This is an optimization exercise on Yosys and OpenROAD, whose aim is small area, not a production implementation.
Only simulation tests tie the RTL to the original design; equivalence was not proved.

[flow/run.sh]
#!/bin/bash
# The standard layout (the standard.sh: standard synthesis, then ORFS
# floorplan to finish) with two placement/CTS choices changed:
#  - port buffers use the smallest buffer cell (every port still gets one);
#  - clock tree synthesis adds no dummy loads (same buffers and clustering
#    as config.mk asks for).
set -euo pipefail
export BUFFER_PORTS_ARGS="-buffer_cell sky130_fd_sc_hd__buf_1"
export CTS_ARGS="-sink_clustering_enable -repair_clock_nets -dont_use_dummy_load -buf_list sky130_fd_sc_hd__clkbuf_8 -sink_clustering_size 18 -sink_clustering_max_diameter 60"
bash standard.sh > standard.log 2>&1
[standard.sh]
#!/bin/bash
# synth_recipe.tcl (not shown) runs the flow's synth.tcl, then flattens the netlist and writes it again
# the make line also repeats each setting of config.mk as NAME=value (left out here)
make -C /OpenROAD-flow-scripts/flow DESIGN_CONFIG=/design/flow/config.mk WORK_HOME=/design/flow/orfs CLKGATE_MAP_FILE= SYNTH_SCRIPT=/design/flow/synth_recipe.tcl "${@:-finish}"
[config.mk]
export PLATFORM = sky130hd
export DESIGN_NAME = bm_noise_out
export DESIGN_NICKNAME = bm_noise_out
export VERILOG_FILES = /design/flow/design.v
export SDC_FILE = /design/flow/constraint.sdc
export NUM_CORES = 4
export LEC_CHECK = 0
export CAP_MARGIN = 20
export CORE_MARGIN = 2
export CORE_UTILIZATION = 75
export CTS_BUF_LIST = sky130_fd_sc_hd__clkbuf_8
export CTS_CLUSTER_DIAMETER = 60
export CTS_CLUSTER_SIZE = 18
export SLEW_MARGIN = 20
export SYNTH_HIERARCHICAL = 1
export SYNTH_MINIMUM_KEEP_SIZE = 0
[constraint.sdc]
create_clock -name core_clock -period 8.0 [get_ports {clk}]
set_input_delay 1.6000 -clock core_clock [delete_from_list [all_inputs] [get_ports {clk}]]
set_output_delay 1.6000 -clock core_clock [all_outputs]
set_load 0.01 [all_outputs]
[design.v]
module bm_noise_out #(
   parameter int DEPTH = 8,
   parameter int AW    = 3
) (
   input  logic          clk,
   input  logic          rst_n,
   input  logic          in_valid,
   output logic          in_ready,
   input  logic [16:0]   f,
   input  logic [15:0]   g0,
   input  logic [15:0]   g1,
   output logic          out_valid,
   input  logic          out_ready,
   output logic [15:0]   out_data,
   output logic          out_idx,
   output logic [AW:0]   fifo_level
);
   logic               init_reg;
   logic               s0_valid_reg;
   logic               s1_valid_reg;
   logic               s2_valid_reg;
   logic [AW-1:0]      wr_ptr_reg;
   logic [DEPTH-1:0]   slot_sel_reg;
   logic [AW:0]        level_reg;
   logic               half_reg;
   logic [16:0]        mem_f  [0:DEPTH-1];
   logic [15:0]        mem_g0 [0:DEPTH-1];
   logic [15:0]        mem_g1 [0:DEPTH-1];
   logic               accept;
   logic               push;
   logic               pop;
   logic [AW+1:0]      occupancy;
   logic               mul_hi;
   logic [16:0]        mul_f;
   logic [15:0]        mul_g;
   logic [15:0]        mul_x;
   logic [15:0]        out_reg;
   assign occupancy = (AW+2)'(level_reg) + (AW+2)'(s0_valid_reg)
                    + (AW+2)'(s1_valid_reg) + (AW+2)'(s2_valid_reg);
   assign in_ready   = init_reg && (occupancy <= (AW+2)'(DEPTH - 1));
   assign accept     = in_valid && in_ready;
   assign push       = s2_valid_reg;
   assign out_valid  = (level_reg != '0);
   assign pop        = out_valid && out_ready && half_reg;
   assign out_idx    = half_reg;
   assign fifo_level = level_reg;
   assign mul_hi   = out_valid && !half_reg;
   always_comb begin
      mul_f = '0;
      mul_g = '0;
      for (int k = 0; k < DEPTH; k++) begin
         mul_f = mul_f | ({17{slot_sel_reg[k]}} & mem_f[k]);
         mul_g = mul_g | ({16{slot_sel_reg[k] && !mul_hi}} & mem_g0[k])
                       | ({16{slot_sel_reg[k] &&  mul_hi}} & mem_g1[k]);
      end
   end
   logic p1, p2, p3, p4, p5, p6, p7, p8, p9, p10, p11, p12;
   logic p13, p14, p15, p16, p17, p18, p19, p20, p21, p22, p23, p24;
   logic p25, p26, p27, p28, p29, p30, p31, p32, p33, p34, p35, p36;
   logic p37, p38, p39, p40, p41, p42, p43, p44, p45, p46, p47, p48;
   logic p49, p50, p51, p52, p53, p54, p55, p56, p57, p58, p59, p60;
   logic p61, p62, p63, p64, p65, p66, p67, p68, p69, p70, p71, p72;
   logic p73, p74, p75, p76, p77, p78, p79, p80, p81, p82, p83, p84;
   logic p85, p86, p87, p88, p89, p90, p91, p92, p93, p94, p95, p96;
   logic p97, p98, p99, p100, p101, p102, p103, p104, p105, p106, p107, p108;
   logic p109, p110, p111, p112, p113, p114, p115, p116, p117, p118, p119, p120;
   logic p121, p122, p123, p124, p125, p126, p127, p128, p129, p130, p131, p132;
   logic p133, p134, p135, p136, p137, p138, p139, p140, p141, p142, p143, p144;
   logic p145, p146, p147, p148, p149, p150, p151, p152, p153, p154, p155, p156;
   logic p157, p158, p159, p160, p161, p162, p163, p164, p165, p166, p167, p168;
   logic p169, p170, p171, p172, p173, p174, p175, p176, p177, p178, p179, p180;
   logic p181, p182, p183, p184, p185, p186, p187, p188, p189, p190, p191, p192;
   logic p193, p194, p195, p196, p197, p198, p199, p200, p201, p202, p203, p204;
   logic p205, p206, p207, p208, p209, p210, p211, p212, p213, p214, p215, p216;
   logic p217, p218, p219, p220, p221, p222, p223, p224, p225, p226, p227, p228;
   logic p229, p230, p231, p232, p233, p234, p235, p236, p237, p238, p239, p240;
   logic p241, p242, p243, p244, p245, p246, p247, p248, p249, p250, p251, p252;
   logic p253, p254, p255, p256, p257, p258, p259, p260, p261, p262, p263, p264;
   logic p265, p266, p267, p268, p269, p270, p271, p272, s273, c274, s275, c276;
   logic s277, c278, s279, c280, s281, c282, s283, c284, s285, c286, s287, c288;
   logic s289, c290, s291, c292, s293, c294, s295, c296, s297, c298, s299, c300;
   logic s301, c302, s303, c304, s305, c306, s307, c308, s309, c310, s311, c312;
   logic s313, c314, s315, c316, s317, c318, s319, c320, s321, c322, s323, c324;
   logic s325, c326, s327, c328, s329, c330, s331, c332, s333, c334, s335, c336;
   logic s337, c338, s339, c340, s341, c342, s343, c344, s345, c346, s347, c348;
   logic s349, c350, s351, c352, s353, c354, s355, c356, s357, c358, s359, c360;
   logic s361, c362, s363, c364, s365, c366, s367, c368, s369, c370, s371, c372;
   logic s373, c374, s375, c376, s377, c378, s379, c380, s381, c382, s383, c384;
   logic s385, c386, s387, c388, s389, c390, s391, c392, s393, c394, s395, c396;
   logic s397, c398, s399, c400, s401, c402, s403, c404, s405, c406, s407, c408;
   logic s409, c410, s411, c412, s413, c414, s415, c416, s417, c418, s419, c420;
   logic s421, c422, s423, c424, s425, c426, s427, c428, s429, c430, s431, c432;
   logic s433, c434, s435, c436, s437, c438, s439, c440, s441, c442, s443, c444;
   logic s445, c446, s447, c448, s449, c450, s451, c452, s453, c454, s455, c456;
   logic s457, c458, s459, c460, s461, c462, s463, c464, s465, c466, s467, c468;
   logic s469, c470, s471, c472, s473, c474, s475, c476, s477, c478, s479, c480;
   logic s481, c482, s483, c484, s485, c486, s487, c488, s489, c490, s491, c492;
   logic s493, c494, s495, c496, s497, c498, s499, c500, s501, c502, s503, c504;
   logic s505, c506, s507, c508, s509, c510, s511, c512, s513, c514, s515, c516;
   logic s517, c518, s519, c520, s521, c522, s523, c524, s525, c526, s527, c528;
   logic s529, c530, s531, c532, s533, c534, s535, c536, s537, c538, s539, c540;
   logic s541, c542, s543, c544, s545, c546, s547, c548, s549, c550, s551, c552;
   logic s553, c554, s555, c556, s557, c558, s559, c560, s561, c562, s563, c564;
   logic s565, c566, s567, c568, s569, c570, s571, c572, s573, c574, s575, c576;
   logic s577, c578, s579, c580, s581, c582, s583, c584, s585, c586, s587, c588;
   logic s589, c590, s591, c592, s593, c594, s595, c596, s597, c598, s599, c600;
   logic s601, c602, s603, c604, s605, c606, s607, c608, s609, c610, s611, c612;
   logic s613, c614, s615, c616, s617, c618, s619, c620, s621, c622, s623, c624;
   logic s625, c626, s627, c628, s629, c630, s631, c632, s633, c634, s635, c636;
   logic s637, c638, s639, c640, s641, c642, s643, c644, s645, c646, s647, c648;
   logic s649, c650, s651, c652, s653, c654, s655, c656, s657, c658, s659, c660;
   logic s661, c662, s663, c664, s665, c666, s667, c668, s669, c670, s671, c672;
   logic s673, c674, s675, c676, s677, c678, s679, c680, s681, c682, s683, c684;
   logic s685, c686, s687, c688, s689, c690, s691, c692, s693, c694, s695, c696;
   logic s697, c698, s699, c700, s701, c702, s703, c704, s705, c706, s707, c708;
   logic s709, c710, s711, c712, s713, c714, s715, c716, s717, c718, s719, c720;
   logic s721, c722;
   assign p1 = ~(mul_f[0] & mul_g[0]);
   assign p2 = ~(mul_f[0] & mul_g[1]);
   assign p3 = ~(mul_f[0] & mul_g[2]);
   assign p4 = ~(mul_f[0] & mul_g[3]);
   assign p5 = ~(mul_f[0] & mul_g[4]);
   assign p6 = ~(mul_f[0] & mul_g[5]);
   assign p7 = ~(mul_f[0] & mul_g[6]);
   assign p8 = ~(mul_f[0] & mul_g[7]);
   assign p9 = ~(mul_f[0] & mul_g[8]);
   assign p10 = ~(mul_f[0] & mul_g[9]);
   assign p11 = ~(mul_f[0] & mul_g[10]);
   assign p12 = ~(mul_f[0] & mul_g[11]);
   assign p13 = ~(mul_f[0] & mul_g[12]);
   assign p14 = ~(mul_f[0] & mul_g[13]);
   assign p15 = ~(mul_f[0] & mul_g[14]);
   assign p16 = mul_f[0] & mul_g[15];
   assign p17 = ~(mul_f[1] & mul_g[0]);
   assign p18 = ~(mul_f[1] & mul_g[1]);
   assign p19 = ~(mul_f[1] & mul_g[2]);
   assign p20 = ~(mul_f[1] & mul_g[3]);
   assign p21 = ~(mul_f[1] & mul_g[4]);
   assign p22 = ~(mul_f[1] & mul_g[5]);
   assign p23 = ~(mul_f[1] & mul_g[6]);
   assign p24 = ~(mul_f[1] & mul_g[7]);
   assign p25 = ~(mul_f[1] & mul_g[8]);
   assign p26 = ~(mul_f[1] & mul_g[9]);
   assign p27 = ~(mul_f[1] & mul_g[10]);
   assign p28 = ~(mul_f[1] & mul_g[11]);
   assign p29 = ~(mul_f[1] & mul_g[12]);
   assign p30 = ~(mul_f[1] & mul_g[13]);
   assign p31 = ~(mul_f[1] & mul_g[14]);
   assign p32 = mul_f[1] & mul_g[15];
   assign p33 = ~(mul_f[2] & mul_g[0]);
   assign p34 = ~(mul_f[2] & mul_g[1]);
   assign p35 = ~(mul_f[2] & mul_g[2]);
   assign p36 = ~(mul_f[2] & mul_g[3]);
   assign p37 = ~(mul_f[2] & mul_g[4]);
   assign p38 = ~(mul_f[2] & mul_g[5]);
   assign p39 = ~(mul_f[2] & mul_g[6]);
   assign p40 = ~(mul_f[2] & mul_g[7]);
   assign p41 = ~(mul_f[2] & mul_g[8]);
   assign p42 = ~(mul_f[2] & mul_g[9]);
   assign p43 = ~(mul_f[2] & mul_g[10]);
   assign p44 = ~(mul_f[2] & mul_g[11]);
   assign p45 = ~(mul_f[2] & mul_g[12]);
   assign p46 = ~(mul_f[2] & mul_g[13]);
   assign p47 = ~(mul_f[2] & mul_g[14]);
   assign p48 = mul_f[2] & mul_g[15];
   assign p49 = ~(mul_f[3] & mul_g[0]);
   assign p50 = ~(mul_f[3] & mul_g[1]);
   assign p51 = ~(mul_f[3] & mul_g[2]);
   assign p52 = ~(mul_f[3] & mul_g[3]);
   assign p53 = ~(mul_f[3] & mul_g[4]);
   assign p54 = ~(mul_f[3] & mul_g[5]);
   assign p55 = ~(mul_f[3] & mul_g[6]);
   assign p56 = ~(mul_f[3] & mul_g[7]);
   assign p57 = ~(mul_f[3] & mul_g[8]);
   assign p58 = ~(mul_f[3] & mul_g[9]);
   assign p59 = ~(mul_f[3] & mul_g[10]);
   assign p60 = ~(mul_f[3] & mul_g[11]);
   assign p61 = ~(mul_f[3] & mul_g[12]);
   assign p62 = ~(mul_f[3] & mul_g[13]);
   assign p63 = ~(mul_f[3] & mul_g[14]);
   assign p64 = mul_f[3] & mul_g[15];
   assign p65 = ~(mul_f[4] & mul_g[0]);
   assign p66 = ~(mul_f[4] & mul_g[1]);
   assign p67 = ~(mul_f[4] & mul_g[2]);
   assign p68 = ~(mul_f[4] & mul_g[3]);
   assign p69 = ~(mul_f[4] & mul_g[4]);
   assign p70 = ~(mul_f[4] & mul_g[5]);
   assign p71 = ~(mul_f[4] & mul_g[6]);
   assign p72 = ~(mul_f[4] & mul_g[7]);
   assign p73 = ~(mul_f[4] & mul_g[8]);
   assign p74 = ~(mul_f[4] & mul_g[9]);
   assign p75 = ~(mul_f[4] & mul_g[10]);
   assign p76 = ~(mul_f[4] & mul_g[11]);
   assign p77 = ~(mul_f[4] & mul_g[12]);
   assign p78 = ~(mul_f[4] & mul_g[13]);
   assign p79 = ~(mul_f[4] & mul_g[14]);
   assign p80 = mul_f[4] & mul_g[15];
   assign p81 = ~(mul_f[5] & mul_g[0]);
   assign p82 = ~(mul_f[5] & mul_g[1]);
   assign p83 = ~(mul_f[5] & mul_g[2]);
   assign p84 = ~(mul_f[5] & mul_g[3]);
   assign p85 = ~(mul_f[5] & mul_g[4]);
   assign p86 = ~(mul_f[5] & mul_g[5]);
   assign p87 = ~(mul_f[5] & mul_g[6]);
   assign p88 = ~(mul_f[5] & mul_g[7]);
   assign p89 = ~(mul_f[5] & mul_g[8]);
   assign p90 = ~(mul_f[5] & mul_g[9]);
   assign p91 = ~(mul_f[5] & mul_g[10]);
   assign p92 = ~(mul_f[5] & mul_g[11]);
   assign p93 = ~(mul_f[5] & mul_g[12]);
   assign p94 = ~(mul_f[5] & mul_g[13]);
   assign p95 = ~(mul_f[5] & mul_g[14]);
   assign p96 = mul_f[5] & mul_g[15];
   assign p97 = ~(mul_f[6] & mul_g[0]);
   assign p98 = ~(mul_f[6] & mul_g[1]);
   assign p99 = ~(mul_f[6] & mul_g[2]);
   assign p100 = ~(mul_f[6] & mul_g[3]);
   assign p101 = ~(mul_f[6] & mul_g[4]);
   assign p102 = ~(mul_f[6] & mul_g[5]);
   assign p103 = ~(mul_f[6] & mul_g[6]);
   assign p104 = ~(mul_f[6] & mul_g[7]);
   assign p105 = ~(mul_f[6] & mul_g[8]);
   assign p106 = ~(mul_f[6] & mul_g[9]);
   assign p107 = ~(mul_f[6] & mul_g[10]);
   assign p108 = ~(mul_f[6] & mul_g[11]);
   assign p109 = ~(mul_f[6] & mul_g[12]);
   assign p110 = ~(mul_f[6] & mul_g[13]);
   assign p111 = ~(mul_f[6] & mul_g[14]);
   assign p112 = mul_f[6] & mul_g[15];
   assign p113 = ~(mul_f[7] & mul_g[0]);
   assign p114 = ~(mul_f[7] & mul_g[1]);
   assign p115 = ~(mul_f[7] & mul_g[2]);
   assign p116 = ~(mul_f[7] & mul_g[3]);
   assign p117 = ~(mul_f[7] & mul_g[4]);
   assign p118 = ~(mul_f[7] & mul_g[5]);
   assign p119 = ~(mul_f[7] & mul_g[6]);
   assign p120 = ~(mul_f[7] & mul_g[7]);
   assign p121 = ~(mul_f[7] & mul_g[8]);
   assign p122 = ~(mul_f[7] & mul_g[9]);
   assign p123 = ~(mul_f[7] & mul_g[10]);
   assign p124 = ~(mul_f[7] & mul_g[11]);
   assign p125 = ~(mul_f[7] & mul_g[12]);
   assign p126 = ~(mul_f[7] & mul_g[13]);
   assign p127 = ~(mul_f[7] & mul_g[14]);
   assign p128 = mul_f[7] & mul_g[15];
   assign p129 = ~(mul_f[8] & mul_g[0]);
   assign p130 = ~(mul_f[8] & mul_g[1]);
   assign p131 = ~(mul_f[8] & mul_g[2]);
   assign p132 = ~(mul_f[8] & mul_g[3]);
   assign p133 = ~(mul_f[8] & mul_g[4]);
   assign p134 = ~(mul_f[8] & mul_g[5]);
   assign p135 = ~(mul_f[8] & mul_g[6]);
   assign p136 = ~(mul_f[8] & mul_g[7]);
   assign p137 = ~(mul_f[8] & mul_g[8]);
   assign p138 = ~(mul_f[8] & mul_g[9]);
   assign p139 = ~(mul_f[8] & mul_g[10]);
   assign p140 = ~(mul_f[8] & mul_g[11]);
   assign p141 = ~(mul_f[8] & mul_g[12]);
   assign p142 = ~(mul_f[8] & mul_g[13]);
   assign p143 = ~(mul_f[8] & mul_g[14]);
   assign p144 = mul_f[8] & mul_g[15];
   assign p145 = ~(mul_f[9] & mul_g[0]);
   assign p146 = ~(mul_f[9] & mul_g[1]);
   assign p147 = ~(mul_f[9] & mul_g[2]);
   assign p148 = ~(mul_f[9] & mul_g[3]);
   assign p149 = ~(mul_f[9] & mul_g[4]);
   assign p150 = ~(mul_f[9] & mul_g[5]);
   assign p151 = ~(mul_f[9] & mul_g[6]);
   assign p152 = ~(mul_f[9] & mul_g[7]);
   assign p153 = ~(mul_f[9] & mul_g[8]);
   assign p154 = ~(mul_f[9] & mul_g[9]);
   assign p155 = ~(mul_f[9] & mul_g[10]);
   assign p156 = ~(mul_f[9] & mul_g[11]);
   assign p157 = ~(mul_f[9] & mul_g[12]);
   assign p158 = ~(mul_f[9] & mul_g[13]);
   assign p159 = ~(mul_f[9] & mul_g[14]);
   assign p160 = mul_f[9] & mul_g[15];
   assign p161 = ~(mul_f[10] & mul_g[0]);
   assign p162 = ~(mul_f[10] & mul_g[1]);
   assign p163 = ~(mul_f[10] & mul_g[2]);
   assign p164 = ~(mul_f[10] & mul_g[3]);
   assign p165 = ~(mul_f[10] & mul_g[4]);
   assign p166 = ~(mul_f[10] & mul_g[5]);
   assign p167 = ~(mul_f[10] & mul_g[6]);
   assign p168 = ~(mul_f[10] & mul_g[7]);
   assign p169 = ~(mul_f[10] & mul_g[8]);
   assign p170 = ~(mul_f[10] & mul_g[9]);
   assign p171 = ~(mul_f[10] & mul_g[10]);
   assign p172 = ~(mul_f[10] & mul_g[11]);
   assign p173 = ~(mul_f[10] & mul_g[12]);
   assign p174 = ~(mul_f[10] & mul_g[13]);
   assign p175 = ~(mul_f[10] & mul_g[14]);
   assign p176 = mul_f[10] & mul_g[15];
   assign p177 = ~(mul_f[11] & mul_g[0]);
   assign p178 = ~(mul_f[11] & mul_g[1]);
   assign p179 = ~(mul_f[11] & mul_g[2]);
   assign p180 = ~(mul_f[11] & mul_g[3]);
   assign p181 = ~(mul_f[11] & mul_g[4]);
   assign p182 = ~(mul_f[11] & mul_g[5]);
   assign p183 = ~(mul_f[11] & mul_g[6]);
   assign p184 = ~(mul_f[11] & mul_g[7]);
   assign p185 = ~(mul_f[11] & mul_g[8]);
   assign p186 = ~(mul_f[11] & mul_g[9]);
   assign p187 = ~(mul_f[11] & mul_g[10]);
   assign p188 = ~(mul_f[11] & mul_g[11]);
   assign p189 = ~(mul_f[11] & mul_g[12]);
   assign p190 = ~(mul_f[11] & mul_g[13]);
   assign p191 = ~(mul_f[11] & mul_g[14]);
   assign p192 = mul_f[11] & mul_g[15];
   assign p193 = ~(mul_f[12] & mul_g[0]);
   assign p194 = ~(mul_f[12] & mul_g[1]);
   assign p195 = ~(mul_f[12] & mul_g[2]);
   assign p196 = ~(mul_f[12] & mul_g[3]);
   assign p197 = ~(mul_f[12] & mul_g[4]);
   assign p198 = ~(mul_f[12] & mul_g[5]);
   assign p199 = ~(mul_f[12] & mul_g[6]);
   assign p200 = ~(mul_f[12] & mul_g[7]);
   assign p201 = ~(mul_f[12] & mul_g[8]);
   assign p202 = ~(mul_f[12] & mul_g[9]);
   assign p203 = ~(mul_f[12] & mul_g[10]);
   assign p204 = ~(mul_f[12] & mul_g[11]);
   assign p205 = ~(mul_f[12] & mul_g[12]);
   assign p206 = ~(mul_f[12] & mul_g[13]);
   assign p207 = ~(mul_f[12] & mul_g[14]);
   assign p208 = mul_f[12] & mul_g[15];
   assign p209 = ~(mul_f[13] & mul_g[0]);
   assign p210 = ~(mul_f[13] & mul_g[1]);
   assign p211 = ~(mul_f[13] & mul_g[2]);
   assign p212 = ~(mul_f[13] & mul_g[3]);
   assign p213 = ~(mul_f[13] & mul_g[4]);
   assign p214 = ~(mul_f[13] & mul_g[5]);
   assign p215 = ~(mul_f[13] & mul_g[6]);
   assign p216 = ~(mul_f[13] & mul_g[7]);
   assign p217 = ~(mul_f[13] & mul_g[8]);
   assign p218 = ~(mul_f[13] & mul_g[9]);
   assign p219 = ~(mul_f[13] & mul_g[10]);
   assign p220 = ~(mul_f[13] & mul_g[11]);
   assign p221 = ~(mul_f[13] & mul_g[12]);
   assign p222 = ~(mul_f[13] & mul_g[13]);
   assign p223 = ~(mul_f[13] & mul_g[14]);
   assign p224 = mul_f[13] & mul_g[15];
   assign p225 = ~(mul_f[14] & mul_g[0]);
   assign p226 = ~(mul_f[14] & mul_g[1]);
   assign p227 = ~(mul_f[14] & mul_g[2]);
   assign p228 = ~(mul_f[14] & mul_g[3]);
   assign p229 = ~(mul_f[14] & mul_g[4]);
   assign p230 = ~(mul_f[14] & mul_g[5]);
   assign p231 = ~(mul_f[14] & mul_g[6]);
   assign p232 = ~(mul_f[14] & mul_g[7]);
   assign p233 = ~(mul_f[14] & mul_g[8]);
   assign p234 = ~(mul_f[14] & mul_g[9]);
   assign p235 = ~(mul_f[14] & mul_g[10]);
   assign p236 = ~(mul_f[14] & mul_g[11]);
   assign p237 = ~(mul_f[14] & mul_g[12]);
   assign p238 = ~(mul_f[14] & mul_g[13]);
   assign p239 = ~(mul_f[14] & mul_g[14]);
   assign p240 = mul_f[14] & mul_g[15];
   assign p241 = ~(mul_f[15] & mul_g[0]);
   assign p242 = ~(mul_f[15] & mul_g[1]);
   assign p243 = ~(mul_f[15] & mul_g[2]);
   assign p244 = ~(mul_f[15] & mul_g[3]);
   assign p245 = ~(mul_f[15] & mul_g[4]);
   assign p246 = ~(mul_f[15] & mul_g[5]);
   assign p247 = ~(mul_f[15] & mul_g[6]);
   assign p248 = ~(mul_f[15] & mul_g[7]);
   assign p249 = ~(mul_f[15] & mul_g[8]);
   assign p250 = ~(mul_f[15] & mul_g[9]);
   assign p251 = ~(mul_f[15] & mul_g[10]);
   assign p252 = ~(mul_f[15] & mul_g[11]);
   assign p253 = ~(mul_f[15] & mul_g[12]);
   assign p254 = ~(mul_f[15] & mul_g[13]);
   assign p255 = ~(mul_f[15] & mul_g[14]);
   assign p256 = mul_f[15] & mul_g[15];
   assign p257 = ~(mul_f[16] & mul_g[0]);
   assign p258 = ~(mul_f[16] & mul_g[1]);
   assign p259 = ~(mul_f[16] & mul_g[2]);
   assign p260 = ~(mul_f[16] & mul_g[3]);
   assign p261 = ~(mul_f[16] & mul_g[4]);
   assign p262 = ~(mul_f[16] & mul_g[5]);
   assign p263 = ~(mul_f[16] & mul_g[6]);
   assign p264 = ~(mul_f[16] & mul_g[7]);
   assign p265 = ~(mul_f[16] & mul_g[8]);
   assign p266 = ~(mul_f[16] & mul_g[9]);
   assign p267 = ~(mul_f[16] & mul_g[10]);
   assign p268 = ~(mul_f[16] & mul_g[11]);
   assign p269 = ~(mul_f[16] & mul_g[12]);
   assign p270 = ~(mul_f[16] & mul_g[13]);
   assign p271 = ~(mul_f[16] & mul_g[14]);
   assign p272 = mul_f[16] & mul_g[15];
   assign s273 = ~(p14 ^ p29);
   assign c274 = p14 | p29;
   bm_fa u_s275 (.x(p15), .y(p30), .z(p45), .s(s275), .c(c276));
   assign s277 = ~(p60 ^ p75);
   assign c278 = p60 | p75;
   assign s279 = p16 ^ p31;
   assign c280 = p16 & p31;
   bm_fa u_s281 (.x(p46), .y(p61), .z(p76), .s(s281), .c(c282));
   bm_fa u_s283 (.x(p91), .y(p106), .z(p121), .s(s283), .c(c284));
   assign s285 = p32 ^ p47;
   assign c286 = p32 & p47;
   bm_fa u_s287 (.x(p62), .y(p77), .z(p92), .s(s287), .c(c288));
   bm_fa u_s289 (.x(p107), .y(p122), .z(p137), .s(s289), .c(c290));
   assign s291 = ~(p152 ^ p167);
   assign c292 = p152 | p167;
   bm_fa u_s293 (.x(p48), .y(p63), .z(p78), .s(s293), .c(c294));
   bm_fa u_s295 (.x(p93), .y(p108), .z(p123), .s(s295), .c(c296));
   bm_fa u_s297 (.x(p138), .y(p153), .z(p168), .s(s297), .c(c298));
   bm_fa u_s299 (.x(p64), .y(p79), .z(p94), .s(s299), .c(c300));
   bm_fa u_s301 (.x(p109), .y(p124), .z(p139), .s(s301), .c(c302));
   bm_fa u_s303 (.x(p80), .y(p95), .z(p110), .s(s303), .c(c304));
   assign s305 = ~(p10 ^ p25);
   assign c306 = p10 | p25;
   bm_fa u_s307 (.x(p11), .y(p26), .z(p41), .s(s307), .c(c308));
   assign s309 = ~(p56 ^ p71);
   assign c310 = p56 | p71;
   bm_fa u_s311 (.x(p12), .y(p27), .z(p42), .s(s311), .c(c312));
   bm_fa u_s313 (.x(p57), .y(p72), .z(p87), .s(s313), .c(c314));
   assign s315 = ~(p102 ^ p117);
   assign c316 = p102 | p117;
   bm_fa u_s317 (.x(p13), .y(p28), .z(p43), .s(s317), .c(c318));
   bm_fa u_s319 (.x(p58), .y(p73), .z(p88), .s(s319), .c(c320));
   bm_fa u_s321 (.x(p103), .y(p118), .z(p133), .s(s321), .c(c322));
   assign s323 = ~(p148 ^ p163);
   assign c324 = p148 | p163;
   bm_fa u_s325 (.x(p44), .y(p59), .z(p74), .s(s325), .c(c326));
   bm_fa u_s327 (.x(p89), .y(p104), .z(p119), .s(s327), .c(c328));
   bm_fa u_s329 (.x(p134), .y(p149), .z(p164), .s(s329), .c(c330));
   bm_fa u_s331 (.x(p179), .y(p194), .z(p209), .s(s331), .c(c332));
   bm_fa u_s333 (.x(p90), .y(p105), .z(p120), .s(s333), .c(c334));
   bm_fa u_s335 (.x(p135), .y(p150), .z(p165), .s(s335), .c(c336));
   bm_fa u_s337 (.x(p180), .y(p195), .z(p210), .s(s337), .c(c338));
   bm_fa u_s339 (.x(p225), .y(c274), .z(s275), .s(s339), .c(c340));
   bm_fa u_s341 (.x(p136), .y(p151), .z(p166), .s(s341), .c(c342));
   bm_fa u_s343 (.x(p181), .y(p196), .z(p211), .s(s343), .c(c344));
   bm_fa u_s345 (.x(p226), .y(p241), .z(c276), .s(s345), .c(c346));
   bm_fa u_s347 (.x(c278), .y(s279), .z(s281), .s(s347), .c(c348));
   bm_fa u_s349 (.x(p182), .y(p197), .z(p212), .s(s349), .c(c350));
   bm_fa u_s351 (.x(p227), .y(p242), .z(p257), .s(s351), .c(c352));
   bm_fa u_s353 (.x(c280), .y(c282), .z(c284), .s(s353), .c(c354));
   bm_fa u_s355 (.x(s285), .y(s287), .z(s289), .s(s355), .c(c356));
   bm_fa u_s357 (.x(p183), .y(p198), .z(p213), .s(s357), .c(c358));
   bm_fa u_s359 (.x(p228), .y(p243), .z(p258), .s(s359), .c(c360));
   bm_fa u_s361 (.x(c286), .y(c288), .z(c290), .s(s361), .c(c362));
   bm_fa u_s363 (.x(c292), .y(s293), .z(s295), .s(s363), .c(c364));
   bm_fa u_s365 (.x(p154), .y(p169), .z(p184), .s(s365), .c(c366));
   bm_fa u_s367 (.x(p199), .y(p214), .z(p229), .s(s367), .c(c368));
   bm_fa u_s369 (.x(p244), .y(p259), .z(c294), .s(s369), .c(c370));
   bm_fa u_s371 (.x(c296), .y(c298), .z(s299), .s(s371), .c(c372));
   bm_fa u_s373 (.x(p125), .y(p140), .z(p155), .s(s373), .c(c374));
   bm_fa u_s375 (.x(p170), .y(p185), .z(p200), .s(s375), .c(c376));
   bm_fa u_s377 (.x(p215), .y(p230), .z(p245), .s(s377), .c(c378));
   bm_fa u_s379 (.x(p260), .y(c300), .z(c302), .s(s379), .c(c380));
   bm_fa u_s381 (.x(p96), .y(p111), .z(p126), .s(s381), .c(c382));
   bm_fa u_s383 (.x(p141), .y(p156), .z(p171), .s(s383), .c(c384));
   bm_fa u_s385 (.x(p186), .y(p201), .z(p216), .s(s385), .c(c386));
   bm_fa u_s387 (.x(p231), .y(p246), .z(p261), .s(s387), .c(c388));
   bm_fa u_s389 (.x(p112), .y(p127), .z(p142), .s(s389), .c(c390));
   bm_fa u_s391 (.x(p157), .y(p172), .z(p187), .s(s391), .c(c392));
   bm_fa u_s393 (.x(p202), .y(p217), .z(p232), .s(s393), .c(c394));
   bm_fa u_s395 (.x(p128), .y(p143), .z(p158), .s(s395), .c(c396));
   bm_fa u_s397 (.x(p173), .y(p188), .z(p203), .s(s397), .c(c398));
   bm_fa u_s399 (.x(p144), .y(p159), .z(p174), .s(s399), .c(c400));
   assign s401 = ~(p7 ^ p22);
   assign c402 = p7 | p22;
   bm_fa u_s403 (.x(p8), .y(p23), .z(p38), .s(s403), .c(c404));
   assign s405 = ~(p53 ^ p68);
   assign c406 = p53 | p68;
   bm_fa u_s407 (.x(p9), .y(p24), .z(p39), .s(s407), .c(c408));
   bm_fa u_s409 (.x(p54), .y(p69), .z(p84), .s(s409), .c(c410));
   assign s411 = ~(p99 ^ p114);
   assign c412 = p99 | p114;
   bm_fa u_s413 (.x(p40), .y(p55), .z(p70), .s(s413), .c(c414));
   bm_fa u_s415 (.x(p85), .y(p100), .z(p115), .s(s415), .c(c416));
   bm_fa u_s417 (.x(p130), .y(p145), .z(s305), .s(s417), .c(c418));
   bm_fa u_s419 (.x(p86), .y(p101), .z(p116), .s(s419), .c(c420));
   bm_fa u_s421 (.x(p131), .y(p146), .z(p161), .s(s421), .c(c422));
   bm_fa u_s423 (.x(c306), .y(s307), .z(s309), .s(s423), .c(c424));
   bm_fa u_s425 (.x(p132), .y(p147), .z(p162), .s(s425), .c(c426));
   bm_fa u_s427 (.x(p177), .y(c308), .z(c310), .s(s427), .c(c428));
   bm_fa u_s429 (.x(s311), .y(s313), .z(s315), .s(s429), .c(c430));
   bm_fa u_s431 (.x(p178), .y(p193), .z(c312), .s(s431), .c(c432));
   bm_fa u_s433 (.x(c314), .y(c316), .z(s317), .s(s433), .c(c434));
   bm_fa u_s435 (.x(s319), .y(s321), .z(s323), .s(s435), .c(c436));
   bm_fa u_s437 (.x(c318), .y(c320), .z(c322), .s(s437), .c(c438));
   bm_fa u_s439 (.x(c324), .y(s325), .z(s327), .s(s439), .c(c440));
   bm_fa u_s441 (.x(s329), .y(s331), .z(s273), .s(s441), .c(c442));
   bm_fa u_s443 (.x(c326), .y(c328), .z(c330), .s(s443), .c(c444));
   bm_fa u_s445 (.x(c332), .y(s333), .z(s335), .s(s445), .c(c446));
   bm_fa u_s447 (.x(s337), .y(s277), .z(s339), .s(s447), .c(c448));
   bm_fa u_s449 (.x(c334), .y(c336), .z(c338), .s(s449), .c(c450));
   bm_fa u_s451 (.x(s341), .y(s343), .z(s283), .s(s451), .c(c452));
   bm_fa u_s453 (.x(c340), .y(s345), .z(s347), .s(s453), .c(c454));
   bm_fa u_s455 (.x(c342), .y(c344), .z(s349), .s(s455), .c(c456));
   bm_fa u_s457 (.x(s351), .y(s291), .z(c346), .s(s457), .c(c458));
   bm_fa u_s459 (.x(c348), .y(s353), .z(s355), .s(s459), .c(c460));
   bm_fa u_s461 (.x(c350), .y(c352), .z(s357), .s(s461), .c(c462));
   bm_fa u_s463 (.x(s359), .y(s297), .z(c354), .s(s463), .c(c464));
   bm_fa u_s465 (.x(c356), .y(s361), .z(s363), .s(s465), .c(c466));
   bm_fa u_s467 (.x(c358), .y(c360), .z(s365), .s(s467), .c(c468));
   bm_fa u_s469 (.x(s367), .y(s301), .z(c362), .s(s469), .c(c470));
   bm_fa u_s471 (.x(c364), .y(s369), .z(s371), .s(s471), .c(c472));
   bm_fa u_s473 (.x(c366), .y(c368), .z(s373), .s(s473), .c(c474));
   bm_fa u_s475 (.x(s375), .y(s377), .z(s303), .s(s475), .c(c476));
   bm_fa u_s477 (.x(c370), .y(c372), .z(s379), .s(s477), .c(c478));
   bm_fa u_s479 (.x(c374), .y(c376), .z(c378), .s(s479), .c(c480));
   bm_fa u_s481 (.x(c304), .y(s381), .z(s383), .s(s481), .c(c482));
   bm_fa u_s483 (.x(s385), .y(s387), .z(c380), .s(s483), .c(c484));
   bm_fa u_s485 (.x(p247), .y(p262), .z(c382), .s(s485), .c(c486));
   bm_fa u_s487 (.x(c384), .y(c386), .z(c388), .s(s487), .c(c488));
   bm_fa u_s489 (.x(s389), .y(s391), .z(s393), .s(s489), .c(c490));
   bm_fa u_s491 (.x(p218), .y(p233), .z(p248), .s(s491), .c(c492));
   bm_fa u_s493 (.x(p263), .y(c390), .z(c392), .s(s493), .c(c494));
   bm_fa u_s495 (.x(c394), .y(s395), .z(s397), .s(s495), .c(c496));
   bm_fa u_s497 (.x(p189), .y(p204), .z(p219), .s(s497), .c(c498));
   bm_fa u_s499 (.x(p234), .y(p249), .z(p264), .s(s499), .c(c500));
   bm_fa u_s501 (.x(c396), .y(c398), .z(s399), .s(s501), .c(c502));
   bm_fa u_s503 (.x(p160), .y(p175), .z(p190), .s(s503), .c(c504));
   bm_fa u_s505 (.x(p205), .y(p220), .z(p235), .s(s505), .c(c506));
   bm_fa u_s507 (.x(p250), .y(p265), .z(c400), .s(s507), .c(c508));
   bm_fa u_s509 (.x(p176), .y(p191), .z(p206), .s(s509), .c(c510));
   bm_fa u_s511 (.x(p221), .y(p236), .z(p251), .s(s511), .c(c512));
   bm_fa u_s513 (.x(p192), .y(p207), .z(p222), .s(s513), .c(c514));
   assign s515 = ~(p5 ^ p20);
   assign c516 = p5 | p20;
   bm_fa u_s517 (.x(p6), .y(p21), .z(p36), .s(s517), .c(c518));
   assign s519 = ~(p51 ^ p66);
   assign c520 = p51 | p66;
   bm_fa u_s521 (.x(p37), .y(p52), .z(p67), .s(s521), .c(c522));
   bm_fa u_s523 (.x(p82), .y(p97), .z(s401), .s(s523), .c(c524));
   bm_fa u_s525 (.x(p83), .y(p98), .z(p113), .s(s525), .c(c526));
   bm_fa u_s527 (.x(c402), .y(s403), .z(s405), .s(s527), .c(c528));
   bm_fa u_s529 (.x(p129), .y(c404), .z(c406), .s(s529), .c(c530));
   bm_fa u_s531 (.x(s407), .y(s409), .z(s411), .s(s531), .c(c532));
   bm_fa u_s533 (.x(c408), .y(c410), .z(c412), .s(s533), .c(c534));
   bm_fa u_s535 (.x(s413), .y(s415), .z(s417), .s(s535), .c(c536));
   bm_fa u_s537 (.x(c414), .y(c416), .z(s419), .s(s537), .c(c538));
   bm_fa u_s539 (.x(s421), .y(c418), .z(s423), .s(s539), .c(c540));
   bm_fa u_s541 (.x(c420), .y(c422), .z(s425), .s(s541), .c(c542));
   bm_fa u_s543 (.x(c424), .y(s427), .z(s429), .s(s543), .c(c544));
   bm_fa u_s545 (.x(c426), .y(c428), .z(c430), .s(s545), .c(c546));
   bm_fa u_s547 (.x(s431), .y(s433), .z(s435), .s(s547), .c(c548));
   bm_fa u_s549 (.x(c432), .y(c434), .z(c436), .s(s549), .c(c550));
   bm_fa u_s551 (.x(s437), .y(s439), .z(s441), .s(s551), .c(c552));
   bm_fa u_s553 (.x(c438), .y(c440), .z(c442), .s(s553), .c(c554));
   bm_fa u_s555 (.x(s443), .y(s445), .z(s447), .s(s555), .c(c556));
   bm_fa u_s557 (.x(c444), .y(c446), .z(s449), .s(s557), .c(c558));
   bm_fa u_s559 (.x(s451), .y(c448), .z(s453), .s(s559), .c(c560));
   bm_fa u_s561 (.x(c450), .y(c452), .z(s455), .s(s561), .c(c562));
   bm_fa u_s563 (.x(s457), .y(c454), .z(s459), .s(s563), .c(c564));
   bm_fa u_s565 (.x(c456), .y(s461), .z(c458), .s(s565), .c(c566));
   bm_fa u_s567 (.x(s463), .y(c460), .z(s465), .s(s567), .c(c568));
   bm_fa u_s569 (.x(c462), .y(s467), .z(c464), .s(s569), .c(c570));
   bm_fa u_s571 (.x(s469), .y(c466), .z(s471), .s(s571), .c(c572));
   bm_fa u_s573 (.x(c468), .y(s473), .z(s475), .s(s573), .c(c574));
   bm_fa u_s575 (.x(c470), .y(c472), .z(s477), .s(s575), .c(c576));
   bm_fa u_s577 (.x(c474), .y(c476), .z(s479), .s(s577), .c(c578));
   bm_fa u_s579 (.x(s481), .y(c478), .z(s483), .s(s579), .c(c580));
   bm_fa u_s581 (.x(c480), .y(c482), .z(s485), .s(s581), .c(c582));
   bm_fa u_s583 (.x(s487), .y(s489), .z(c484), .s(s583), .c(c584));
   bm_fa u_s585 (.x(s491), .y(c486), .z(c488), .s(s585), .c(c586));
   bm_fa u_s587 (.x(c490), .y(s493), .z(s495), .s(s587), .c(c588));
   bm_fa u_s589 (.x(c492), .y(s497), .z(s499), .s(s589), .c(c590));
   bm_fa u_s591 (.x(c494), .y(c496), .z(s501), .s(s591), .c(c592));
   bm_fa u_s593 (.x(c498), .y(c500), .z(s503), .s(s593), .c(c594));
   bm_fa u_s595 (.x(s505), .y(c502), .z(s507), .s(s595), .c(c596));
   bm_fa u_s597 (.x(p266), .y(c504), .z(c506), .s(s597), .c(c598));
   bm_fa u_s599 (.x(s509), .y(s511), .z(c508), .s(s599), .c(c600));
   bm_fa u_s601 (.x(p237), .y(p252), .z(p267), .s(s601), .c(c602));
   bm_fa u_s603 (.x(c510), .y(c512), .z(s513), .s(s603), .c(c604));
   bm_fa u_s605 (.x(p208), .y(p223), .z(p238), .s(s605), .c(c606));
   bm_fa u_s607 (.x(p253), .y(p268), .z(c514), .s(s607), .c(c608));
   bm_fa u_s609 (.x(p224), .y(p239), .z(p254), .s(s609), .c(c610));
   assign s611 = ~(p4 ^ p19);
   assign c612 = p4 | p19;
   bm_fa u_s613 (.x(p35), .y(p50), .z(p65), .s(s613), .c(c614));
   bm_fa u_s615 (.x(p81), .y(c516), .z(s517), .s(s615), .c(c616));
   bm_fa u_s617 (.x(c518), .y(c520), .z(s521), .s(s617), .c(c618));
   bm_fa u_s619 (.x(c522), .y(s525), .z(c524), .s(s619), .c(c620));
   bm_fa u_s621 (.x(c526), .y(c528), .z(s529), .s(s621), .c(c622));
   bm_fa u_s623 (.x(c530), .y(c532), .z(s533), .s(s623), .c(c624));
   bm_fa u_s625 (.x(c534), .y(s537), .z(c536), .s(s625), .c(c626));
   bm_fa u_s627 (.x(c538), .y(s541), .z(c540), .s(s627), .c(c628));
   bm_fa u_s629 (.x(c542), .y(c544), .z(s545), .s(s629), .c(c630));
   bm_fa u_s631 (.x(c546), .y(c548), .z(s549), .s(s631), .c(c632));
   bm_fa u_s633 (.x(c550), .y(c552), .z(s553), .s(s633), .c(c634));
   bm_fa u_s635 (.x(c554), .y(s557), .z(c556), .s(s635), .c(c636));
   bm_fa u_s637 (.x(c558), .y(s561), .z(c560), .s(s637), .c(c638));
   bm_fa u_s639 (.x(c562), .y(s565), .z(c564), .s(s639), .c(c640));
   bm_fa u_s641 (.x(c566), .y(s569), .z(c568), .s(s641), .c(c642));
   bm_fa u_s643 (.x(s573), .y(c570), .z(c572), .s(s643), .c(c644));
   bm_fa u_s645 (.x(c574), .y(s577), .z(c576), .s(s645), .c(c646));
   bm_fa u_s647 (.x(c578), .y(s581), .z(s583), .s(s647), .c(c648));
   bm_fa u_s649 (.x(c582), .y(s585), .z(s587), .s(s649), .c(c650));
   bm_fa u_s651 (.x(s589), .y(c586), .z(c588), .s(s651), .c(c652));
   bm_fa u_s653 (.x(c590), .y(s593), .z(c592), .s(s653), .c(c654));
   bm_fa u_s655 (.x(c594), .y(s597), .z(c596), .s(s655), .c(c656));
   bm_fa u_s657 (.x(s601), .y(c598), .z(s603), .s(s657), .c(c658));
   bm_fa u_s659 (.x(c602), .y(s605), .z(c604), .s(s659), .c(c660));
   bm_fa u_s661 (.x(p269), .y(c606), .z(s609), .s(s661), .c(c662));
   bm_fa u_s663 (.x(p240), .y(p255), .z(p270), .s(s663), .c(c664));
   assign s665 = ~(p3 ^ p18);
   assign c666 = p3 | p18;
   bm_fa u_s667 (.x(p34), .y(p49), .z(s611), .s(s667), .c(c668));
   bm_fa u_s669 (.x(c612), .y(s613), .z(s515), .s(s669), .c(c670));
   bm_fa u_s671 (.x(c614), .y(s519), .z(s615), .s(s671), .c(c672));
   bm_fa u_s673 (.x(c616), .y(s617), .z(s523), .s(s673), .c(c674));
   bm_fa u_s675 (.x(c618), .y(s527), .z(s619), .s(s675), .c(c676));
   bm_fa u_s677 (.x(s531), .y(c620), .z(s621), .s(s677), .c(c678));
   bm_fa u_s679 (.x(c622), .y(s623), .z(s535), .s(s679), .c(c680));
   bm_fa u_s681 (.x(c624), .y(s539), .z(s625), .s(s681), .c(c682));
   bm_fa u_s683 (.x(s543), .y(c626), .z(s627), .s(s683), .c(c684));
   bm_fa u_s685 (.x(s547), .y(c628), .z(s629), .s(s685), .c(c686));
   bm_fa u_s687 (.x(s551), .y(c630), .z(s631), .s(s687), .c(c688));
   bm_fa u_s689 (.x(c632), .y(s633), .z(s555), .s(s689), .c(c690));
   bm_fa u_s691 (.x(c634), .y(s559), .z(s635), .s(s691), .c(c692));
   bm_fa u_s693 (.x(s563), .y(c636), .z(s637), .s(s693), .c(c694));
   bm_fa u_s695 (.x(s567), .y(c638), .z(s639), .s(s695), .c(c696));
   bm_fa u_s697 (.x(s571), .y(c640), .z(s641), .s(s697), .c(c698));
   bm_fa u_s699 (.x(s575), .y(c642), .z(s643), .s(s699), .c(c700));
   bm_fa u_s701 (.x(s579), .y(c644), .z(s645), .s(s701), .c(c702));
   bm_fa u_s703 (.x(c580), .y(c646), .z(s647), .s(s703), .c(c704));
   bm_fa u_s705 (.x(c584), .y(s649), .z(c648), .s(s705), .c(c706));
   bm_fa u_s707 (.x(s591), .y(c650), .z(s651), .s(s707), .c(c708));
   bm_fa u_s709 (.x(s595), .y(c652), .z(s653), .s(s709), .c(c710));
   bm_fa u_s711 (.x(s599), .y(c654), .z(s655), .s(s711), .c(c712));
   bm_fa u_s713 (.x(c600), .y(s657), .z(c656), .s(s713), .c(c714));
   bm_fa u_s715 (.x(s607), .y(c658), .z(s659), .s(s715), .c(c716));
   bm_fa u_s717 (.x(c608), .y(s661), .z(c660), .s(s717), .c(c718));
   bm_fa u_s719 (.x(c610), .y(s663), .z(c662), .s(s719), .c(c720));
   bm_fa u_s721 (.x(p256), .y(p271), .z(c664), .s(s721), .c(c722));
   logic [32:0] ra, rb, sum;
   assign ra = {1'b0, c722, c720, c718, c716, c714, c712, c710, c708, c706, c704, c702, c700, c698, c696, c694, c692, c690, c688, c686, c684, c682, c680, c678, c676, c674, c672, c670, c668, c666, s665, p2, p1};
   assign rb = {1'b1, p272, s721, s719, s717, s715, s713, s711, s709, s707, s705, s703, s701, s699, s697, s695, s693, s691, s689, s687, s685, s683, s681, s679, s677, s675, s673, s671, s669, s667, p33, p17, 1'b1};
   logic [14:0] rc;
   assign rc[0] = 1'b1;
   assign rc[1] = (ra[0] & rb[0]) | (ra[0] & rc[0]) | (rb[0] & rc[0]);
   assign rc[2] = (ra[1] & rb[1]) | (ra[1] & rc[1]) | (rb[1] & rc[1]);
   assign rc[3] = (ra[2] & rb[2]) | (ra[2] & rc[2]) | (rb[2] & rc[2]);
   assign rc[4] = (ra[3] & rb[3]) | (ra[3] & rc[3]) | (rb[3] & rc[3]);
   assign rc[5] = (ra[4] & rb[4]) | (ra[4] & rc[4]) | (rb[4] & rc[4]);
   assign rc[6] = (ra[5] & rb[5]) | (ra[5] & rc[5]) | (rb[5] & rc[5]);
   assign rc[7] = (ra[6] & rb[6]) | (ra[6] & rc[6]) | (rb[6] & rc[6]);
   assign rc[8] = (ra[7] & rb[7]) | (ra[7] & rc[7]) | (rb[7] & rc[7]);
   assign rc[9] = (ra[8] & rb[8]) | (ra[8] & rc[8]) | (rb[8] & rc[8]);
   assign rc[10] = (ra[9] & rb[9]) | (ra[9] & rc[9]) | (rb[9] & rc[9]);
   assign rc[11] = (ra[10] & rb[10]) | (ra[10] & rc[10]) | (rb[10] & rc[10]);
   assign rc[12] = (ra[11] & rb[11]) | (ra[11] & rc[11]) | (rb[11] & rc[11]);
   assign rc[13] = (ra[12] & rb[12]) | (ra[12] & rc[12]) | (rb[12] & rc[12]);
   assign rc[14] = (ra[13] & rb[13]) | (ra[13] & rc[13]) | (rb[13] & rc[13]);
   logic [18:0] hi;
   assign hi = ra[32:14] + rb[32:14] + 19'(rc[14]);
   assign sum = {hi, 14'(0)};
   assign mul_x = ~sum[32:17];
   assign out_data = out_valid ? out_reg : 16'h0000;
   always_ff @(posedge clk or negedge rst_n) begin
      if (!rst_n) begin
         init_reg     <= 1'b0;
         s0_valid_reg <= 1'b0;
         s1_valid_reg <= 1'b0;
         s2_valid_reg <= 1'b0;
         wr_ptr_reg   <= '0;
         slot_sel_reg <= DEPTH'(1);
         level_reg    <= '0;
         half_reg     <= 1'b0;
      end else begin
         init_reg     <= 1'b1;
         s0_valid_reg <= accept;
         s1_valid_reg <= s0_valid_reg;
         s2_valid_reg <= s1_valid_reg;
         if (accept) wr_ptr_reg <= wr_ptr_reg + AW'(1);
         if (out_valid && out_ready && !half_reg)
            slot_sel_reg <= {slot_sel_reg[DEPTH-2:0], slot_sel_reg[DEPTH-1]};
         level_reg <= level_reg + (AW+1)'(push) - (AW+1)'(pop);
         if (out_valid && out_ready) half_reg <= ~half_reg;
      end
   end
   always_ff @(posedge clk) begin
      if (!out_valid || out_ready) out_reg <= mul_x;
   end
   always_ff @(posedge clk) begin
      if (accept) begin
         mem_f[wr_ptr_reg]  <= f;
         mem_g0[wr_ptr_reg] <= g0;
         mem_g1[wr_ptr_reg] <= g1;
      end
   end
endmodule
module bm_fa (
   input  logic x, y, z,
   output logic s, c
);
   assign s = x ^ y ^ z;
   assign c = (x & y) | (x & z) | (y & z);
endmodule
==> impl_metrics.py, run 1 <==
metrics = {
    "clock_network": {
        "tritoncts": "yes",
        "cts_hold_buf": 0,
        "clk_pin_slew_ns": 0.11,
        "cts_root_buffer": "clkbuf_8",
        "clockBufferDepth": 3,
        "cts.sink_count": 428,
        "cts_htree_levels": 1,
        "worst_skew_pair.late_latency_ns": 0.66,
        "cts_made_buffers": 31,
    },
    "timing": {
        "max_freq_mhz": 131,
        "slew_viol_final": 0,
        "tightest_slew_ns": 1.05,
        "final.min_clock_period_ns": 7.63,
        "hold_viol_final": 0,
        "finalCritPeriodShare_pct": 95.4,
        "setup_viol": 0,
        "relSlewSlack_pct": 29.4,
        "skew_ns": 0.113,
        "setup_slack_ns": 0.372,
        "hold_ws_ns": 0.421,
    },
    "yosys": {
        "ys_ff_latch": 428,
        "synthDistinctLibCells": 58,
        "yosys_most_used_dff": "edfxtp_1",
        "synth.avg_cell_area_um2": 14.2,
        "synth_top_cell_area_share_pct": 54.6,
        "synthArstFlopShare_pct": 4.67,
        "ys_seq_area_share_pct": 56.8,
        "synthCells": 1584,
        "synth_area_mm2": 0.0224,
        "yosys_warnings": 7,
        "synthTopCellsByArea": "edfxtp_1 (55%), fa_1 (19%), nand2_1 (5.2%), a22oi_1 (4.6%), ha_1 (2.4%)",
        "synth_edf_count": 408,
        "postSynthNetCount": 1892,
        "yosysTopAreaCell": "edfxtp_1",
    },
    "setup_path": {
        "critPathKind": "reg -> reg",
        "reg2reg_from": "level_reg[2]",
        "rrSetupSlack_ns": 0.37,
        "r2r_end": "out_reg[9]",
        "crit_path_start_kind": "flip-flop",
        "crit_path_frequent_cell": "fa_1",
        "critPathArrivalTime_ns": 7.95,
        "critical-path-slowest-cell": "o21ai_1",
        "reg2reg_depth": 24,
        "crit_family": "adder cells",
        "path_max_fanout": 11,
        "critPathMaxStageDelay_ns": 0.81,
        "startpoint": "level_reg[2]",
        "path_cells": "inv_1 > ha_1 > nor3b_4 > buf_4 > nor2_4 > buf_12 > mux2i_1 > o21ai_1 > buf_4 > nand2_1 > fa_1 > fa_1 > fa_1 > fa_1 > fa_1 > ha_1 > o2111ai_1 > a31oi_1 > o21ai_0 > or4_1 > a311oi_4 > o21ai_0 > a211oi_1 > a311oi_1",
        "critPathCapture": "out_reg[9]",
        "cp.required_ns": 8.32,
        "crit_cells": 24,
        "path_buf_inv": 4,
        "endpoint_kind": "flip-flop",
    },
    "final_layout": {
        "nets": 1995,
        "regArea_mm2": 0.0128,
        "multiInputGateArea_mm2": 0.00927,
        "fin_cells": 2079,
        "top_register": "mem_f",
        "largest_register_ffs": 136,
        "drive_above_1_share_pct": 9.08,
        "final_util_pct": 81.3,
        "reg_top3": "mem_f (136), mem_g0 (128), mem_g1 (128)",
        "nFillCells": 1627,
        "synthToLayoutAreaGrowth_pct": 7.11,
    },
    "die": {
        "die-area_mm2": 0.0313,
        "start_util_pct": 75.9,
        "rows": 63,
        "core_mm2": 0.0296,
        "die_h_um": 177,
        "die_x_um": 177,
        "io_pins": 76,
    },
    "grt": {
        "grt_pass1_vias": 15100,
        "grt_start_max_net_pins": 50,
        "grt_use_total_pct": 36.3,
        "overflow": 0,
        "grt_pass1_wl_um": 84000,
        "antenna_found_initial": 3,
    },
    "status": {
        "status": "complete, no violations",
    },
    "drt": {
        "wl_per_cell_um": 26.1,
        "num_vias": 14100,
        "drc": 0,
        "wl_um": 54400,
        "firstDrtPassIters": 8,
        "route.antenna.remaining_nets": 0,
        "via_per_inst": 6.81,
        "drtIter0Drc": 1590,
    },
    "hold_path": {
        "hold_class": "reg -> reg",
    },
    "placement": {
        "dp_hpwl_um": 36100,
        "numPortBuffers": 75,
        "pre_cts_slack_ns": 0.257,
        "routabilityCongestion": 0.923,
        "placed_cells": 2035,
    },
    "job": {
        "cap_violations": 0,
    },
}
==> cell type report <==
cell class                      instances  area share [%]
Antenna cell                            4          0.0416
Clock buffer                           31            1.77
Inverter                               48           0.749
Multi-Input combinational cell       1023            38.5
Sequential cell                       428            53.1
Tap cell                              390            2.03
Timing Repair Buffer                  155            3.79
==> placed cells by master (no fill, tap or decap), types with 15 or more instances in the layout <==
cell type  synthesis  final
a22oi_1          138    138
nand2_1          313    311
a222oi_1          21     21
buf_4              0     77
a21oi_1           26     26
edfxtp_1         408    408
fa_1             212    212
nand4_1           26     26
nand3_1           15     15
and2_1            47     47
buf_1             22     75
ha_1              43     43
clkbuf_8           0     31
inv_1             48     48
nor2b_1           19     19
==> worst register-to-register path, stage by stage (launching register included) <==
cell and delay, ns:
dfrtp_1 0.42, inv_1 0.13, ha_1 0.17, nor3b_4 0.27, buf_4 0.19, nor2_4 0.04, buf_12 0.16, mux2i_1 0.13
o21ai_1 0.81, buf_4 0.25, nand2_1 0.06, fa_1 0.42, fa_1 0.55, fa_1 0.45, fa_1 0.57, fa_1 0.42
ha_1 0.30, o2111ai_1 0.12, a31oi_1 0.15, o21ai_0 0.14, or4_1 0.61, a311oi_4 0.38, o21ai_0 0.21, a211oi_1 0.27
a311oi_1 0.07
==> synth_stat cells (all sizes together) (4+ instances only) <==
master,n
o21bai,5
nand2,314
a21o,5
nand4,26
inv,48
a21oi,26
mux2i,6
ha,43
a31oi,6
o211ai,8
edfxtp,408
o21ai,17
nor3,7
mux2,9
fa,212
a221o,5
or2,5
and2,47
a22oi,138
a211oi,8
clkbuf,55
nand3,15
nand2b,6
nor2,20
xnor2,12
nor2b,19
buf,31
o22ai,6
dfrtp,19
a21boi,4
a222oi,21
==> what timing repair did <==
item / CTS / global route
endpoints found under the setup margin: 0 / 14
resized for setup: 0 / 9
buffers inserted: 0 / 8
==> worst min-delay path by stage <==
stage,slack [ns],cells after the start,from,end
floorplan,0.37,0,s1_valid_reg,s2_valid_reg
global placement,0.38,0,s1_valid_reg,s2_valid_reg
detailed placement,0.40,0,s1_valid_reg,s2_valid_reg
CTS,0.42,0,s1_valid_reg,s2_valid_reg
global route,0.44,0,s1_valid_reg,s2_valid_reg
finish,0.42,0,s1_valid_reg,s2_valid_reg
==> modules after synthesis, one instance, submodules excluded <==
module,flops+latches,area (um^2)
bm_noise_out,428,18300
bm_fa,0,20.0
==> per-stage QoR <==
step                cell area, um^2  setup TNS [ns]
global route                  24000         -0.0289
finish                        24000               0
CTS                           23900               0
detailed placement            23500               0
floorplan                     22400               0
global placement              23500               0
==> cells by family (layout without fill, tap and decap cells) <==
logic type / after synthesis / count (layout) / synth area share (%)
buffers and inverters: 134 / 234 / 2.29
muxes: 15 / 15 / 0.736
xor gates and xnor gates: 15 / 15 / 0.585
DFF: 428 / 428 / 56.8
other: 1 / 5 / 0.0167
adders and majority gates: 257 / 257 / 21.4
and+or+nand+nor: 468 / 469 / 9.32
AOI/OAI and AO/OA: 266 / 266 / 8.84
==> per-layer routing <==
metal  vias up  wire, um  global-route usage, %
li1       5933         -                      -
met1      7068     19200                   48.7
met2       981     26400                   59.3
met3       166      6510                   7.41
met4         0      2260                   14.7
met5         -         0                      0
==> run 2: changes to the inputs <==
--- a/config.mk
+++ b/config.mk
@@ -7,7 +7,7 @@
 export LEC_CHECK = 0
 export CAP_MARGIN = 20
 export CORE_MARGIN = 2
-export CORE_UTILIZATION = 75
+export CORE_UTILIZATION = 40
 export CTS_BUF_LIST = sky130_fd_sc_hd__clkbuf_8
 export CTS_CLUSTER_DIAMETER = 60
 export CTS_CLUSTER_SIZE = 18
==> run 2 against run 1 <==
  * Still clean on timing, DRC and antenna
  * Worst setup slack improved by 0.038 ns
  * Area after synthesis is the same
  * Worst hold slack lost 0.031 ns
  * Routed wire length grew 6.3%
  * Utilization is 37 points lower
  * Clock skew fell by 0.055 ns
  * Global-route usage decreased by 16 points
  * Sequential share of layout area shrank 1.1 points
  * Via count down 4.2%
==> impl_metrics.py, run 2 <==
metrics = {
    "yosys": {
        "yosys-top-cells-count": "edfxtp_1 (408), nand2_1 (313), fa_1 (212), a22oi_1 (138), clkbuf_1 (55)",
        "synthDistinctLibCells": 58,
        "ys_ff_latch": 428,
        "synthArstFlopShare_pct": 4.67,
        "synth_top_cell_area_share_pct": 54.6,
        "yosys_most_used_dff": "edfxtp_1",
        "yosysTopAreaCell": "edfxtp_1",
        "postSynthNetCount": 1892,
        "synthCells": 1584,
        "synth.most_common_cell": "edfxtp_1",
        "synthTopCellsByArea": "edfxtp_1 (55%), fa_1 (19%), nand2_1 (5.2%), a22oi_1 (4.6%), ha_1 (2.4%)",
        "synth.avg_cell_area_um2": 14.2,
        "ys_seq_area_share_pct": 56.8,
        "synth_edf_count": 408,
        "synth_area_mm2": 0.0224,
        "yosys_warnings": 7,
    },
    "die": {
        "die_x_um": 241,
        "io_pins": 76,
        "die_h_um": 241,
        "start_util_pct": 40.6,
        "die-area_mm2": 0.0580,
        "rows": 86,
        "core_mm2": 0.0553,
    },
    "final_layout": {
        "drive_above_1_share_pct": 8.96,
        "nFillCells": 5060,
        "nets": 1995,
        "largest_register_ffs": 136,
        "regArea_mm2": 0.0128,
        "layout_common_cells": "edfxtp_1 (408), nand2_1 (312), fa_1 (212), a22oi_1 (138), buf_1 (75)",
        "multiInputGateArea_mm2": 0.00927,
        "top_register": "mem_f",
        "reg_top3": "mem_f (136), mem_g0 (128), mem_g1 (128)",
        "final_common_cell": "edfxtp_1",
        "synthToLayoutAreaGrowth_pct": 9.29,
    },
    "clock_network": {
        "cts_hold_buf": 0,
        "tritoncts": "yes",
        "cts_made_buffers": 31,
        "cts_root_buffer": "clkbuf_8",
        "clk_pin_slew_ns": 0.08,
        "clockBufferDepth": 3,
        "worst_skew_pair.late_latency_ns": 0.65,
        "cts.sink_count": 428,
        "cts_htree_levels": 1,
    },
    "drt": {
        "num_vias": 13600,
        "wl_um": 57700,
        "drc": 0,
        "wl_per_cell_um": 23.7,
        "drtIter0Drc": 1263,
        "route.antenna.remaining_nets": 0,
        "via_per_inst": 5.57,
        "firstDrtPassIters": 5,
    },
    "grt": {
        "grt_start_max_net_pins": 50,
        "grt_use_total_pct": 20.2,
        "antenna_found_initial": 4,
        "overflow": 0,
        "grt_pass1_wl_um": 88100,
        "grt_pass1_vias": 14500,
    },
    "timing": {
        "hold_viol_final": 0,
        "slew_viol_final": 0,
        "max_freq_mhz": 132,
        "relSlewSlack_pct": 35.9,
        "finalSetupTns_ns": 0,
        "rsz0062_at_grt": "false",
        "tightest_slew_ns": 0.962,
        "skew_ns": 0.0575,
        "final.min_clock_period_ns": 7.59,
        "setup_viol": 0,
        "finalCritPeriodShare_pct": 94.9,
        "setup_slack_ns": 0.410,
    },
    "setup_path": {
        "cp.required_ns": 8.36,
        "path_max_fanout": 27,
        "crit_path_frequent_cell": "fa_1",
        "endpoint_kind": "flip-flop",
        "critical-path-slowest-cell": "or4_1",
        "critPathArrivalTime_ns": 7.95,
        "critPathMaxStageDelay_ns": 0.60,
        "crit_path_start_kind": "flip-flop",
        "critPathKind": "reg -> reg",
    },
    "status": {
        "status": "complete, no violations",
    },
    "placement": {
        "numPortBuffers": 75,
        "dp_hpwl_um": 37400,
        "pre_cts_slack_ns": 0.206,
        "routabilityCongestion": 0.879,
    },
    "job": {
        "cap_violations": 0,
    },
    "hold_path": {
        "hold_class": "reg -> reg",
    },
}
run 2: routing by layer:
| layer | routed length, um | part of all wire, % | track usage (%) | up-vias |
|---|---|---|---|---|
| met5 | 27 | 0.047 | 0 | - |
| met3 | 3660 | 6.3 | 2.87 | 64 |
| met2 | 28700 | 50 | 34.7 | 453 |
| li1 | - | - | - | 5920 |
| met4 | 952 | 1.6 | 4.41 | 4 |
| met1 | 24400 | 42 | 27.4 | 7117 |
run 2: worst paths after layout:
path                               from         endpoint  slack, ns  depth (start not counted)
min reg2reg                s0_valid_reg     s1_valid_reg       0.39                          0
max reg2reg                level_reg[2]       out_reg[9]       0.41                         26
min in group asynchronous         rst_n  slot_sel_reg[3]       0.91                          2
min                        s0_valid_reg     s1_valid_reg       0.39                          0
max                        level_reg[2]       out_reg[9]       0.41                         26
max in group asynchronous         rst_n         half_reg       6.81                          2
run 2: cells by family after synthesis:
family | count (synthesis) | share of synthesized area (%)
muxes | 15 | 0.736
xor gates and xnor gates | 15 | 0.585
adders and majority gates | 257 | 21.4
AOI/OAI and AO/OA | 266 | 8.84
and+or+nand+nor | 468 | 9.32
other | 1 | 0.0167
buffers and inverters | 134 | 2.29
DFF | 428 | 56.8
run 2: final cells by class:
class                      instances  share of cell area [%]
inverter                          48                   0.734
antenna                            2                  0.0204
sequential                       428                    52.0
multi-input combinational       1023                    37.8
tap                              748                    3.81
clock buffer                      31                    1.74
timing repair buffer             155                    3.90
run 2: stage by stage:
stage | util [%] | area, um^2 | instances | hold WS (ns)
final | 44.4 | 24500 | 2435 | 0.390
after global routing | 44.4 | 24500 | 2435 | 0.418
after CTS | 44.2 | 24500 | 2428 | 0.395
after detailed placement | 43.5 | 24000 | 2397 | 0.385
after global placement | 43.5 | 24000 | 2397 | 0.383
after floorplan | - | 22400 | 1584 | 0.372
run 2: critical path, delay by kind of cell, from the launching register on:
kind                     cells  cell delay (ns)
AO/OA/AOI/OAI                9             1.64
buffers and inverters        4             0.80
adder cells (fa/ha/maj)      7             2.99
AND/OR/NAND/NOR              6             1.50
flip-flops                   1             0.40
run 2: timing repair:
| action | 4_1_cts | 5_1_grt |
|---|---|---|
| resized for setup | 0 | 4 |
| setup buffers | 0 | 4 |
| setup endpoints to repair | 0 | 15 |
run 2: modules after synthesis (local to each module, per instance):
module	cells	cell area [um^2]	flip-flops and latches	times used
bm_noise_out	1375	18300	428	1
bm_fa	1	20.0	0	209

[re-timing with driven ports]
No port has a modelled driver above. Below, the same layouts with a new extraction and two added sets of constraints. Step 1: set_driving_cell puts a clkbuf_16 on clk and a buf_2 on each other input, an assumption about the parent block. Step 2 moves the port delays by t, midway between the first and last clock arrival at a register: inputs arrive t later, outputs are due t later. That takes back most of the time a late clock gives input paths. a / b / c = ideal ports / drivers / drivers and shift; a / b = the first two.
| run | shift t [ns] | slack for setup (ns) | clock arrival spread, ns |
|---|---|---|---|
| run 1 | 0.650 | 0.372 / 0.372 / 0.372 | 0.116 / 0.116 |
| run 2 | 0.672 | 0.410 / 0.410 / 0.410 | 0.057 / 0.057 |
After both steps setup and hold are still met in every run listed.
